Background: an optimization exercise with open tools, aiming at small area, a short achievable clock period and few clock cycles. Do not read the settings as production practice.
At most, simulation tests tie the RTL to the original design; equivalence was not proved.

==> inputs of run G <==
==> flow/design.v <==
package vpu_pkg;
    localparam int LANES    = 4;
    localparam int LANE_W   = 16;
    localparam int NUM_REGS = 8;
    localparam int VEC_W    = LANES * LANE_W;
    localparam int REG_AW   = $clog2(NUM_REGS);
    localparam int MEM_AW   = 12;
    localparam int PC_W     = 8;
    localparam int INSTR_W  = 32;
    localparam int IMM_W    = 12;
    localparam int OPC_MSB = 31;
    localparam int OPC_LSB = 28;
    localparam int VD_MSB  = 27;
    localparam int VD_LSB  = 25;
    localparam int VS1_MSB = 24;
    localparam int VS1_LSB = 22;
    localparam int VS2_MSB = 21;
    localparam int VS2_LSB = 19;
    localparam int IMM_MSB = 11;
    localparam int IMM_LSB = 0;
    typedef logic [LANE_W-1:0]  lane_t;
    typedef logic [VEC_W-1:0]   vec_t;
    typedef logic [REG_AW-1:0]  reg_addr_t;
    typedef logic [MEM_AW-1:0]  mem_addr_t;
    typedef logic [PC_W-1:0]    pc_t;
    typedef logic [INSTR_W-1:0] instr_t;
    typedef logic [IMM_W-1:0]   imm_t;
    typedef enum logic [3:0] {
        OP_NOP    = 4'd0,
        OP_VADD   = 4'd1,
        OP_VSUB   = 4'd2,
        OP_VAND   = 4'd3,
        OP_VOR    = 4'd4,
        OP_VXOR   = 4'd5,
        OP_VADDI  = 4'd6,
        OP_VLOAD  = 4'd7,
        OP_VSTORE = 4'd8,
        OP_JUMP   = 4'd9
    } opcode_e;
    typedef enum logic [1:0] {
        WB_NONE = 2'd0,
        WB_ALU  = 2'd1,
        WB_MEM  = 2'd2
    } wb_sel_e;
endpackage
`timescale 1ns/1ps
module fetch_unit (
    input  logic           clk,
    input  logic           rst_n,
    input  logic           advance,
    input  logic           jump,
    input  vpu_pkg::pc_t   jump_target,
    output vpu_pkg::pc_t   pc
);
    vpu_pkg::pc_t pc_next;
    assign pc_next = jump ? jump_target : pc + vpu_pkg::pc_t'(1);
    always_ff @(posedge clk) begin
        if (!rst_n) begin
            pc <= '0;
        end else if (advance) begin
            pc <= pc_next;
        end
    end
endmodule
`timescale 1ns/1ps
module instr_decoder (
    input  vpu_pkg::instr_t    instr,
    input  logic [7:0]         rf_valid,     
    output logic [7:0]         sel_a,
    output logic [7:0]         sel_b,
    output logic               sel_imm,
    output logic               use_a,
    output logic               use_b,
    output logic               writes,
    output logic               op_arith,
    output logic               op_sub,
    output logic               op_and,
    output logic               op_or,
    output logic               op_xor,
    output logic               op_load,
    output logic               op_store,
    output logic               jump
);
    logic [3:0] opc;
    logic [2:0] vs1;
    logic [2:0] vs2;
    logic       is_rr;
    logic       is_addi;
    assign opc = instr[vpu_pkg::OPC_MSB:vpu_pkg::OPC_LSB];
    assign vs1 = instr[vpu_pkg::VS1_MSB:vpu_pkg::VS1_LSB];
    assign vs2 = instr[vpu_pkg::VS2_MSB:vpu_pkg::VS2_LSB];
    assign is_rr    = (opc >= 4'd1) && (opc <= 4'd5);
    assign is_addi  = (opc == 4'd6);
    assign op_load  = (opc == 4'd7);
    assign op_store = (opc == 4'd8);
    assign jump     = (opc == 4'd9);
    assign writes   = is_rr || is_addi || op_load;
    assign op_arith = (opc == 4'd1) || (opc == 4'd2) || is_addi;
    assign op_sub   = (opc == 4'd2);
    assign op_and   = (opc == 4'd3);
    assign op_or    = (opc == 4'd4);
    assign op_xor   = (opc == 4'd5);
    assign sel_imm  = is_addi;
    assign use_a    = is_rr || is_addi;
    assign use_b    = is_rr || op_store;
    always_comb begin
        for (int i = 0; i < 8; i++) begin
            sel_a[i] = use_a && (vs1 == 3'(i)) && rf_valid[i];
            sel_b[i] = use_b && (vs2 == 3'(i)) && rf_valid[i];
        end
    end
endmodule
`timescale 1ns/1ps
module vector_regfile (
    input  logic               clk,
    input  logic [7:0]         wen,
    input  vpu_pkg::vec_t      wdata,
    input  logic [7:0]         sel_a,
    input  logic [7:0]         sel_b,
    input  logic               sel_imm,
    input  vpu_pkg::imm_t      imm,
    output vpu_pkg::vec_t      rdata_a,
    output vpu_pkg::vec_t      rdata_b
);
    vpu_pkg::vec_t regs [vpu_pkg::NUM_REGS];
    vpu_pkg::vec_t imm_vec;
    always_ff @(posedge clk) begin
        for (int i = 0; i < vpu_pkg::NUM_REGS; i++) begin
            if (wen[i]) begin
                regs[i] <= wdata;
            end
        end
    end
    assign imm_vec = {vpu_pkg::LANES{{(vpu_pkg::LANE_W-vpu_pkg::IMM_W){1'b0}}, imm}};
    always_comb begin
        rdata_a = '0;
        rdata_b = imm_vec & {vpu_pkg::VEC_W{sel_imm}};
        for (int i = 0; i < vpu_pkg::NUM_REGS; i++) begin
            rdata_a = rdata_a | (regs[i] & {vpu_pkg::VEC_W{sel_a[i]}});
            rdata_b = rdata_b | (regs[i] & {vpu_pkg::VEC_W{sel_b[i]}});
        end
    end
endmodule
`timescale 1ns/1ps
module vector_alu (
    input  logic             op_arith,
    input  logic             op_sub,
    input  logic             op_and,
    input  logic             op_or,
    input  logic             op_xor,
    input  logic             op_load,
    input  vpu_pkg::vec_t    vec_a,
    input  vpu_pkg::vec_t    vec_b,
    input  vpu_pkg::vec_t    mem_data,
    output vpu_pkg::vec_t    result
);
    localparam int W = vpu_pkg::LANE_W;
    for (genvar l = 0; l < vpu_pkg::LANES; l++) begin : g_lane
        logic [W-1:0] a;
        logic [W-1:0] b;
        logic [W-1:0] bx;
        logic [W-1:0] p;
        logic [W-1:0] g;
        logic [W-1:0] gl [5];
        logic [W-1:0] pl [5];
        logic [W-1:0] carry;
        logic [W-1:0] sum;
        assign a  = vec_a[l*W +: W];
        assign b  = vec_b[l*W +: W];
        assign bx = b ^ {W{op_sub}};
        assign p  = a ^ bx;
        assign g  = a & bx;
        always_comb begin
            gl[0]    = g;
            pl[0]    = p;
            gl[0][0] = g[0] | (p[0] & op_sub);
            for (int k = 1; k < 5; k++) begin
                for (int i = 0; i < W; i++) begin
                    if (i >= (1 << (k - 1))) begin
                        gl[k][i] = gl[k-1][i] | (pl[k-1][i] & gl[k-1][i - (1 << (k - 1))]);
                        pl[k][i] = pl[k-1][i] & pl[k-1][i - (1 << (k - 1))];
                    end else begin
                        gl[k][i] = gl[k-1][i];
                        pl[k][i] = pl[k-1][i];
                    end
                end
            end
        end
        assign carry = {gl[4][W-2:0], op_sub};
        assign sum   = p ^ carry;
        assign result[l*W +: W] =
              (sum     & {W{op_arith}})
            | ((a & b) & {W{op_and}})
            | ((a | b) & {W{op_or}})
            | ((a ^ b) & {W{op_xor}})
            | (mem_data[l*W +: W] & {W{op_load}});
    end
endmodule
`timescale 1ns/1ps
module operand_forward (
    input  logic               fwd,
    input  vpu_pkg::vec_t      rf_data,
    input  vpu_pkg::vec_t      prev_result,
    output vpu_pkg::vec_t      operand
);
    assign operand = fwd ? prev_result : rf_data;
endmodule
`timescale 1ns/1ps
module vpu_core (
    input  logic               clk,
    input  logic               rst_n,
    input  logic               en,
    output vpu_pkg::pc_t       pc,
    input  vpu_pkg::instr_t    instr,
    output vpu_pkg::mem_addr_t mem_addr,
    output logic               mem_read,
    output logic               mem_write,
    output vpu_pkg::vec_t      mem_wdata,
    input  vpu_pkg::vec_t      mem_rdata,
    output logic               data_out_vld,
    output vpu_pkg::vec_t      data_out,
    output vpu_pkg::reg_addr_t reg_wb
);
    logic [7:0]         id_sel_a;
    logic [7:0]         id_sel_b;
    logic               id_sel_imm;
    logic               id_use_a;
    logic               id_use_b;
    logic               id_writes;
    logic               id_arith;
    logic               id_sub;
    logic               id_and;
    logic               id_or;
    logic               id_xor;
    logic               id_load;
    logic               id_store;
    logic               id_jump;
    logic               stall;
    logic               advance;
    logic [7:0]         rf_valid;
    logic [7:0]         rd_sel_a;
    logic [7:0]         rd_sel_b;
    logic               rd_sel_imm;
    logic               rd_use_a;
    logic               rd_use_b;
    logic               rd_writes;
    logic               rd_arith;
    logic               rd_sub;
    logic               rd_and;
    logic               rd_or;
    logic               rd_xor;
    logic               rd_load;
    logic               rd_store;
    vpu_pkg::reg_addr_t rd_vd;
    vpu_pkg::reg_addr_t rd_vs1;
    vpu_pkg::reg_addr_t rd_vs2;
    vpu_pkg::imm_t      rd_imm;
    vpu_pkg::vec_t      rd_a;
    vpu_pkg::vec_t      rd_b;
    logic [7:0]         rd_wen;
    logic [7:0]         ex_wen;
    logic               ex_writes;
    logic               ex_store;
    vpu_pkg::reg_addr_t ex_vd;
    vpu_pkg::imm_t      ex_imm;
    logic               ex_fwd_a;
    logic               ex_fwd_b;
    logic               ex_arith;
    logic               ex_sub;
    logic               ex_and;
    logic               ex_or;
    logic               ex_xor;
    logic               ex_load;
    vpu_pkg::vec_t      ex_a;
    vpu_pkg::vec_t      ex_b;
    vpu_pkg::vec_t      op_a;
    vpu_pkg::vec_t      op_b;
    vpu_pkg::vec_t      ex_result;
    logic               wb_valid;
    vpu_pkg::reg_addr_t wb_vd;
    vpu_pkg::vec_t      wb_data;
    assign stall   = rd_load && ex_store;
    assign advance = en && !stall;
    fetch_unit u_fetch (
        .clk         (clk),
        .rst_n       (rst_n),
        .advance     (advance),
        .jump        (id_jump),
        .jump_target (instr[vpu_pkg::PC_W-1:0]),
        .pc          (pc)
    );
    instr_decoder u_decoder (
        .instr    (instr),
        .rf_valid (rf_valid | ex_wen),
        .sel_a    (id_sel_a),
        .sel_b    (id_sel_b),
        .sel_imm  (id_sel_imm),
        .use_a    (id_use_a),
        .use_b    (id_use_b),
        .writes   (id_writes),
        .op_arith (id_arith),
        .op_sub   (id_sub),
        .op_and   (id_and),
        .op_or    (id_or),
        .op_xor   (id_xor),
        .op_load  (id_load),
        .op_store (id_store),
        .jump     (id_jump)
    );
    always_ff @(posedge clk) begin
        if (!rst_n) begin
            rd_writes <= 1'b0;
            rd_load   <= 1'b0;
            rd_store  <= 1'b0;
        end else if (advance) begin
            rd_writes <= id_writes;
            rd_load   <= id_load;
            rd_store  <= id_store;
        end
    end
    always_ff @(posedge clk) begin
        if (advance) begin
            rd_sel_a   <= id_sel_a;
            rd_sel_b   <= id_sel_b;
            rd_sel_imm <= id_sel_imm;
            rd_use_a   <= id_use_a;
            rd_use_b   <= id_use_b;
            rd_arith   <= id_arith;
            rd_sub     <= id_sub;
            rd_and     <= id_and;
            rd_or      <= id_or;
            rd_xor     <= id_xor;
            rd_vd      <= instr[vpu_pkg::VD_MSB:vpu_pkg::VD_LSB];
            rd_vs1     <= instr[vpu_pkg::VS1_MSB:vpu_pkg::VS1_LSB];
            rd_vs2     <= instr[vpu_pkg::VS2_MSB:vpu_pkg::VS2_LSB];
            rd_imm     <= instr[vpu_pkg::IMM_MSB:vpu_pkg::IMM_LSB];
        end
    end
    vector_regfile u_regfile (
        .clk     (clk),
        .wen     (ex_wen & {8{en}}),
        .wdata   (ex_result),
        .sel_a   (rd_sel_a),
        .sel_b   (rd_sel_b),
        .sel_imm (rd_sel_imm),
        .imm     (rd_imm),
        .rdata_a (rd_a),
        .rdata_b (rd_b)
    );
    always_comb begin
        for (int i = 0; i < 8; i++) begin
            rd_wen[i] = rd_writes && (rd_vd == 3'(i));
        end
    end
    always_ff @(posedge clk) begin
        if (!rst_n) begin
            ex_wen    <= '0;
            ex_writes <= 1'b0;
            ex_store  <= 1'b0;
            rf_valid  <= '0;
        end else if (en) begin
            ex_wen    <= stall ? 8'd0 : rd_wen;
            ex_writes <= rd_writes && !stall;
            ex_store  <= rd_store && !stall;
            rf_valid  <= rf_valid | ex_wen;
        end
    end
    always_ff @(posedge clk) begin
        if (en) begin
            ex_vd    <= rd_vd;
            ex_imm   <= rd_imm;
            ex_fwd_a <= rd_use_a && ex_writes && (rd_vs1 == ex_vd);
            ex_fwd_b <= rd_use_b && ex_writes && (rd_vs2 == ex_vd);
            ex_arith <= rd_arith;
            ex_sub   <= rd_sub;
            ex_and   <= rd_and;
            ex_or    <= rd_or;
            ex_xor   <= rd_xor;
            ex_load  <= rd_load;
            ex_a     <= rd_a;
            ex_b     <= rd_b;
        end
    end
    assign mem_addr  = ex_store ? ex_imm : rd_imm;
    assign mem_read  = en;
    assign mem_write = en && ex_store;
    assign mem_wdata = op_b;
    operand_forward u_fwd_a (
        .fwd         (ex_fwd_a),
        .rf_data     (ex_a),
        .prev_result (wb_data),
        .operand     (op_a)
    );
    operand_forward u_fwd_b (
        .fwd         (ex_fwd_b),
        .rf_data     (ex_b),
        .prev_result (wb_data),
        .operand     (op_b)
    );
    vector_alu u_alu (
        .op_arith (ex_arith),
        .op_sub   (ex_sub),
        .op_and   (ex_and),
        .op_or    (ex_or),
        .op_xor   (ex_xor),
        .op_load  (ex_load),
        .vec_a    (op_a),
        .vec_b    (op_b),
        .mem_data (mem_rdata),
        .result   (ex_result)
    );
    always_ff @(posedge clk) begin
        if (!rst_n) begin
            wb_valid <= 1'b0;
        end else if (en) begin
            wb_valid <= ex_writes;
        end
    end
    always_ff @(posedge clk) begin
        if (en) begin
            wb_vd   <= ex_vd;
            wb_data <= ex_result;
        end
    end
    assign data_out_vld = en && wb_valid;
    assign data_out     = wb_data;
    assign reg_wb       = wb_vd;
endmodule
==> flow/run.sh <==
#!/bin/bash
# synth_recipe.tcl (not shown) runs the flow's synth.tcl, then flattens the netlist and writes it again
# the make line also repeats each setting of config.mk as NAME=value (left out here)
make -C /OpenROAD-flow-scripts/flow DESIGN_CONFIG=/design/flow/config.mk WORK_HOME=/design/flow/orfs CLKGATE_MAP_FILE= SYNTH_SCRIPT=/design/flow/synth_recipe.tcl finish
==> flow/config.mk <==
export PLATFORM = sky130hd
export DESIGN_NAME = vpu_core
export DESIGN_NICKNAME = vpu_core
export VERILOG_FILES = /design/flow/design.v
export SDC_FILE = /design/flow/constraint.sdc
export NUM_CORES = 4
export LEC_CHECK = 0
export ABC_CLOCK_PERIOD_IN_PS = 2500
export CAP_MARGIN = 20
export CORE_MARGIN = 2
export CORE_UTILIZATION = 40
export SETUP_SLACK_MARGIN = 2.5
export SLEW_MARGIN = 20
==> flow/constraint.sdc <==
create_clock -name core_clock -period 5.5 [get_ports {clk}]
set_input_delay 1.1000 -clock core_clock [delete_from_list [all_inputs] [get_ports {clk}]]
set_output_delay 1.1000 -clock core_clock [all_outputs]
set_load 0.01 [all_outputs]
==> run B: changes against run G <==
--- a/flow/design.v
+++ b/flow/design.v
@@ -120,2 +120,4 @@
     input  logic               sel_imm,
+    input  logic               sel_wr_a,
+    input  logic               sel_wr_b,
     input  vpu_pkg::imm_t      imm,
@@ -135,4 +137,4 @@
     always_comb begin
-        rdata_a = '0;
-        rdata_b = imm_vec & {vpu_pkg::VEC_W{sel_imm}};
+        rdata_a = wdata & {vpu_pkg::VEC_W{sel_wr_a}};
+        rdata_b = (imm_vec & {vpu_pkg::VEC_W{sel_imm}}) | (wdata & {vpu_pkg::VEC_W{sel_wr_b}});
         for (int i = 0; i < vpu_pkg::NUM_REGS; i++) begin
@@ -154,3 +156,5 @@
     input  vpu_pkg::vec_t    mem_data,
-    output vpu_pkg::vec_t    result
+    output vpu_pkg::vec_t    carry,
+    output vpu_pkg::vec_t    result_c0,
+    output vpu_pkg::vec_t    result_c1
 );
@@ -160,3 +164,2 @@
         logic [W-1:0] b;
-        logic [W-1:0] bx;
         logic [W-1:0] p;
@@ -165,13 +168,11 @@
         logic [W-1:0] pl [5];
-        logic [W-1:0] carry;
-        logic [W-1:0] sum;
-        assign a  = vec_a[l*W +: W];
-        assign b  = vec_b[l*W +: W];
-        assign bx = b ^ {W{op_sub}};
-        assign p  = a ^ bx;
-        assign g  = a & bx;
+        logic [W-1:0] q;
+        logic [W-1:0] other;
+        assign a = vec_a[l*W +: W];
+        assign b = vec_b[l*W +: W];
+        assign p = a ^ b;
+        assign g = a & b;
         always_comb begin
-            gl[0]    = g;
-            pl[0]    = p;
-            gl[0][0] = g[0] | (p[0] & op_sub);
+            gl[0] = g;
+            pl[0] = p;
             for (int k = 1; k < 5; k++) begin
@@ -188,10 +189,10 @@
         end
-        assign carry = {gl[4][W-2:0], op_sub};
-        assign sum   = p ^ carry;
-        assign result[l*W +: W] =
-              (sum     & {W{op_arith}})
-            | ((a & b) & {W{op_and}})
-            | ((a | b) & {W{op_or}})
-            | ((a ^ b) & {W{op_xor}})
-            | (mem_data[l*W +: W] & {W{op_load}});
+        assign carry[l*W +: W] = {gl[4][W-2:0], 1'b0};
+        assign q     = p ^ {W{op_sub}};
+        assign other = ((a & b) & {W{op_and}})
+                     | ((a | b) & {W{op_or}})
+                     | ((a ^ b) & {W{op_xor}})
+                     | (mem_data[l*W +: W] & {W{op_load}});
+        assign result_c0[l*W +: W] = ( q & {W{op_arith}}) | other;
+        assign result_c1[l*W +: W] = (~q & {W{op_arith}}) | other;
     end
@@ -202,6 +203,6 @@
     input  vpu_pkg::vec_t      rf_data,
-    input  vpu_pkg::vec_t      prev_result,
+    input  vpu_pkg::vec_t      ex_result,
     output vpu_pkg::vec_t      operand
 );
-    assign operand = fwd ? prev_result : rf_data;
+    assign operand = fwd ? ex_result : rf_data;
 endmodule
@@ -240,2 +241,4 @@
     logic [7:0]         rf_valid;
+    logic               id_wr_a;
+    logic               id_wr_b;
     logic [7:0]         rd_sel_a;
@@ -243,2 +246,4 @@
     logic               rd_sel_imm;
+    logic               rd_wr_a;
+    logic               rd_wr_b;
     logic               rd_use_a;
@@ -264,5 +269,7 @@
     vpu_pkg::reg_addr_t ex_vd;
-    vpu_pkg::imm_t      ex_imm;
-    logic               ex_fwd_a;
-    logic               ex_fwd_b;
+    vpu_pkg::mem_addr_t mem_addr_q;
+    logic               fwd_a;
+    logic               fwd_b;
+    vpu_pkg::vec_t      rd_op_a;
+    vpu_pkg::vec_t      rd_op_b;
     logic               ex_arith;
@@ -275,6 +282,12 @@
     vpu_pkg::vec_t      ex_b;
-    vpu_pkg::vec_t      op_a;
-    vpu_pkg::vec_t      op_b;
     vpu_pkg::vec_t      ex_result;
+    vpu_pkg::vec_t      ex_carry;
+    vpu_pkg::vec_t      ex_result_c0;
+    vpu_pkg::vec_t      ex_result_c1;
+    vpu_pkg::vec_t      rd_op_a_c0;
+    vpu_pkg::vec_t      rd_op_a_c1;
+    vpu_pkg::vec_t      rd_op_b_c0;
+    vpu_pkg::vec_t      rd_op_b_c1;
     logic               wb_valid;
+    logic [7:0]         wb_wen;
     vpu_pkg::reg_addr_t wb_vd;
@@ -293,3 +306,3 @@
         .instr    (instr),
-        .rf_valid (rf_valid | ex_wen),
+        .rf_valid (rf_valid | wb_wen),
         .sel_a    (id_sel_a),
@@ -320,6 +333,10 @@
     end
+    assign id_wr_a = id_use_a && ex_writes && (instr[vpu_pkg::VS1_MSB:vpu_pkg::VS1_LSB] == ex_vd);
+    assign id_wr_b = id_use_b && ex_writes && (instr[vpu_pkg::VS2_MSB:vpu_pkg::VS2_LSB] == ex_vd);
     always_ff @(posedge clk) begin
         if (advance) begin
-            rd_sel_a   <= id_sel_a;
-            rd_sel_b   <= id_sel_b;
+            rd_sel_a   <= id_wr_a ? 8'd0 : id_sel_a;
+            rd_sel_b   <= id_wr_b ? 8'd0 : id_sel_b;
+            rd_wr_a    <= id_wr_a;
+            rd_wr_b    <= id_wr_b;
             rd_sel_imm <= id_sel_imm;
@@ -340,7 +357,9 @@
         .clk     (clk),
-        .wen     (ex_wen & {8{en}}),
-        .wdata   (ex_result),
-        .sel_a   (rd_sel_a),
-        .sel_b   (rd_sel_b),
-        .sel_imm (rd_sel_imm),
+        .wen      (wb_wen & {8{en}}),
+        .wdata    (wb_data),
+        .sel_a    (rd_sel_a),
+        .sel_b    (rd_sel_b),
+        .sel_imm  (rd_sel_imm),
+        .sel_wr_a (rd_wr_a),
+        .sel_wr_b (rd_wr_b),
         .imm     (rd_imm),
@@ -359,3 +378,2 @@
             ex_store  <= 1'b0;
-            rf_valid  <= '0;
         end else if (en) begin
@@ -364,5 +382,33 @@
             ex_store  <= rd_store && !stall;
-            rf_valid  <= rf_valid | ex_wen;
         end
     end
+    assign fwd_a = rd_use_a && ex_writes && (rd_vs1 == ex_vd);
+    assign fwd_b = rd_use_b && ex_writes && (rd_vs2 == ex_vd);
+    operand_forward u_fwd_a0 (
+        .fwd       (fwd_a),
+        .rf_data   (rd_a),
+        .ex_result (ex_result_c0),
+        .operand   (rd_op_a_c0)
+    );
+    operand_forward u_fwd_a1 (
+        .fwd       (fwd_a),
+        .rf_data   (rd_a),
+        .ex_result (ex_result_c1),
+        .operand   (rd_op_a_c1)
+    );
+    operand_forward u_fwd_b0 (
+        .fwd       (fwd_b),
+        .rf_data   (rd_b),
+        .ex_result (ex_result_c0),
+        .operand   (rd_op_b_c0)
+    );
+    operand_forward u_fwd_b1 (
+        .fwd       (fwd_b),
+        .rf_data   (rd_b),
+        .ex_result (ex_result_c1),
+        .operand   (rd_op_b_c1)
+    );
+    assign rd_op_a = ex_carry & (rd_op_a_c1 ^ {vpu_pkg::VEC_W{rd_sub}})
+                   | ~ex_carry & (rd_op_a_c0 ^ {vpu_pkg::VEC_W{rd_sub}});
+    assign rd_op_b = ex_carry & rd_op_b_c1 | ~ex_carry & rd_op_b_c0;
     always_ff @(posedge clk) begin
@@ -370,5 +416,2 @@
             ex_vd    <= rd_vd;
-            ex_imm   <= rd_imm;
-            ex_fwd_a <= rd_use_a && ex_writes && (rd_vs1 == ex_vd);
-            ex_fwd_b <= rd_use_b && ex_writes && (rd_vs2 == ex_vd);
             ex_arith <= rd_arith;
@@ -379,22 +422,15 @@
             ex_load  <= rd_load;
-            ex_a     <= rd_a;
-            ex_b     <= rd_b;
+            ex_a     <= rd_op_a;
+            ex_b     <= rd_op_b;
+        end
+    end
+    always_ff @(posedge clk) begin
+        if (en) begin
+            mem_addr_q <= (rd_store || stall) ? rd_imm : instr[vpu_pkg::IMM_MSB:vpu_pkg::IMM_LSB];
         end
     end
-    assign mem_addr  = ex_store ? ex_imm : rd_imm;
+    assign mem_addr  = mem_addr_q;
     assign mem_read  = en;
     assign mem_write = en && ex_store;
-    assign mem_wdata = op_b;
-    operand_forward u_fwd_a (
-        .fwd         (ex_fwd_a),
-        .rf_data     (ex_a),
-        .prev_result (wb_data),
-        .operand     (op_a)
-    );
-    operand_forward u_fwd_b (
-        .fwd         (ex_fwd_b),
-        .rf_data     (ex_b),
-        .prev_result (wb_data),
-        .operand     (op_b)
-    );
+    assign mem_wdata = ex_b;
     vector_alu u_alu (
@@ -406,7 +442,10 @@
         .op_load  (ex_load),
-        .vec_a    (op_a),
-        .vec_b    (op_b),
-        .mem_data (mem_rdata),
-        .result   (ex_result)
+        .vec_a    (ex_a),
+        .vec_b    (ex_b),
+        .mem_data  (mem_rdata),
+        .carry     (ex_carry),
+        .result_c0 (ex_result_c0),
+        .result_c1 (ex_result_c1)
     );
+    assign ex_result = ex_carry & ex_result_c1 | ~ex_carry & ex_result_c0;
     always_ff @(posedge clk) begin
@@ -414,4 +453,8 @@
             wb_valid <= 1'b0;
+            wb_wen   <= '0;
+            rf_valid <= '0;
         end else if (en) begin
             wb_valid <= ex_writes;
+            wb_wen   <= ex_wen;
+            rf_valid <= rf_valid | wb_wen;
         end
--- a/flow/config.mk
+++ b/flow/config.mk
@@ -7,3 +7,2 @@
 export LEC_CHECK = 0
-export ABC_CLOCK_PERIOD_IN_PS = 2500
 export CAP_MARGIN = 20
@@ -11,3 +10,3 @@
 export CORE_UTILIZATION = 40
-export SETUP_SLACK_MARGIN = 2.5
+export SETUP_SLACK_MARGIN = 2.9
 export SLEW_MARGIN = 20
==> run Z: changes against run G <==
--- a/flow/config.mk
+++ b/flow/config.mk
@@ -7,3 +7,3 @@
 export LEC_CHECK = 0
-export ABC_CLOCK_PERIOD_IN_PS = 2500
+export ABC_CLOCK_PERIOD_IN_PS = 2000
 export CAP_MARGIN = 20
@@ -11,3 +11,3 @@
 export CORE_UTILIZATION = 40
-export SETUP_SLACK_MARGIN = 2.5
+export SETUP_SLACK_MARGIN = 3.0
 export SLEW_MARGIN = 20
==> impl_metrics.json <==
{
  "status": "finished clean",
  "hold_depth": 0,
  "grt_use_total": 0.291,
  "hold_ws_ps": 423,
  "n_all_buffers": 685
}
Source of the figures above: run G

==> impl_metrics.json <==
{
  "status": "finished clean",
  "hold_ws_ps": 466,
  "n_all_buffers": 497,
  "hold_depth": 1,
  "grt_use_total": 0.301,
  "grt_pass1_vias": 31111
}
Source of the figures above: run B

==> impl_metrics.json <==
{
  "reg2reg_slack_ps": 1870,
  "hold_depth": 0,
  "n_all_buffers": 726,
  "status": "finished clean",
  "grt_use_total": 0.286,
  "hold_ws_ps": 419
}
Source of the figures above: run Z

Testbench counts of run B, summed over its fixed seeds: cycles 18,085.
For run G and run Z, only the layout was checked, not whether the RTL still works.

[port drivers added, routing unchanged]
No port has a modelled driver above. Below, the same layouts with a new extraction and two added sets of constraints.
Step 1 (the two cells are an assumption about what drives the block):
set clk [get_ports {clk}]
set_driving_cell -lib_cell sky130_fd_sc_hd__clkbuf_16 $clk
set_driving_cell -lib_cell sky130_fd_sc_hd__buf_2 [delete_from_list [all_inputs] $clk]
Step 2 also shifts input and output timing later by t, the mid clock arrival at the registers, as if the neighbouring blocks saw the same clock.
Slacks: ideal / step 1 / step 2; pairs: ideal / step 1.
run	t (ns)	setup slack, ns	worst hold slack (ns)	worst setup path at the end	slew at the worst register clock pin (ns)
run G	0.733	1.869 / 1.869 / 1.869	0.423 / 0.423 / 0.423	register to register	0.06 / 0.06
run B	0.730	2.715 / 2.714 / 2.156	0.466 / 0.466 / 0.466	input to register	0.07 / 0.07
run Z	0.734	1.869 / 1.811 / 1.869	0.419 / 0.419 / 0.419	register to register	0.07 / 0.07
After both steps setup and hold are still met in every run listed. The setup slack of run B, which loses most, moves by -0.001 ns with the drivers and by -0.559 ns with both steps.
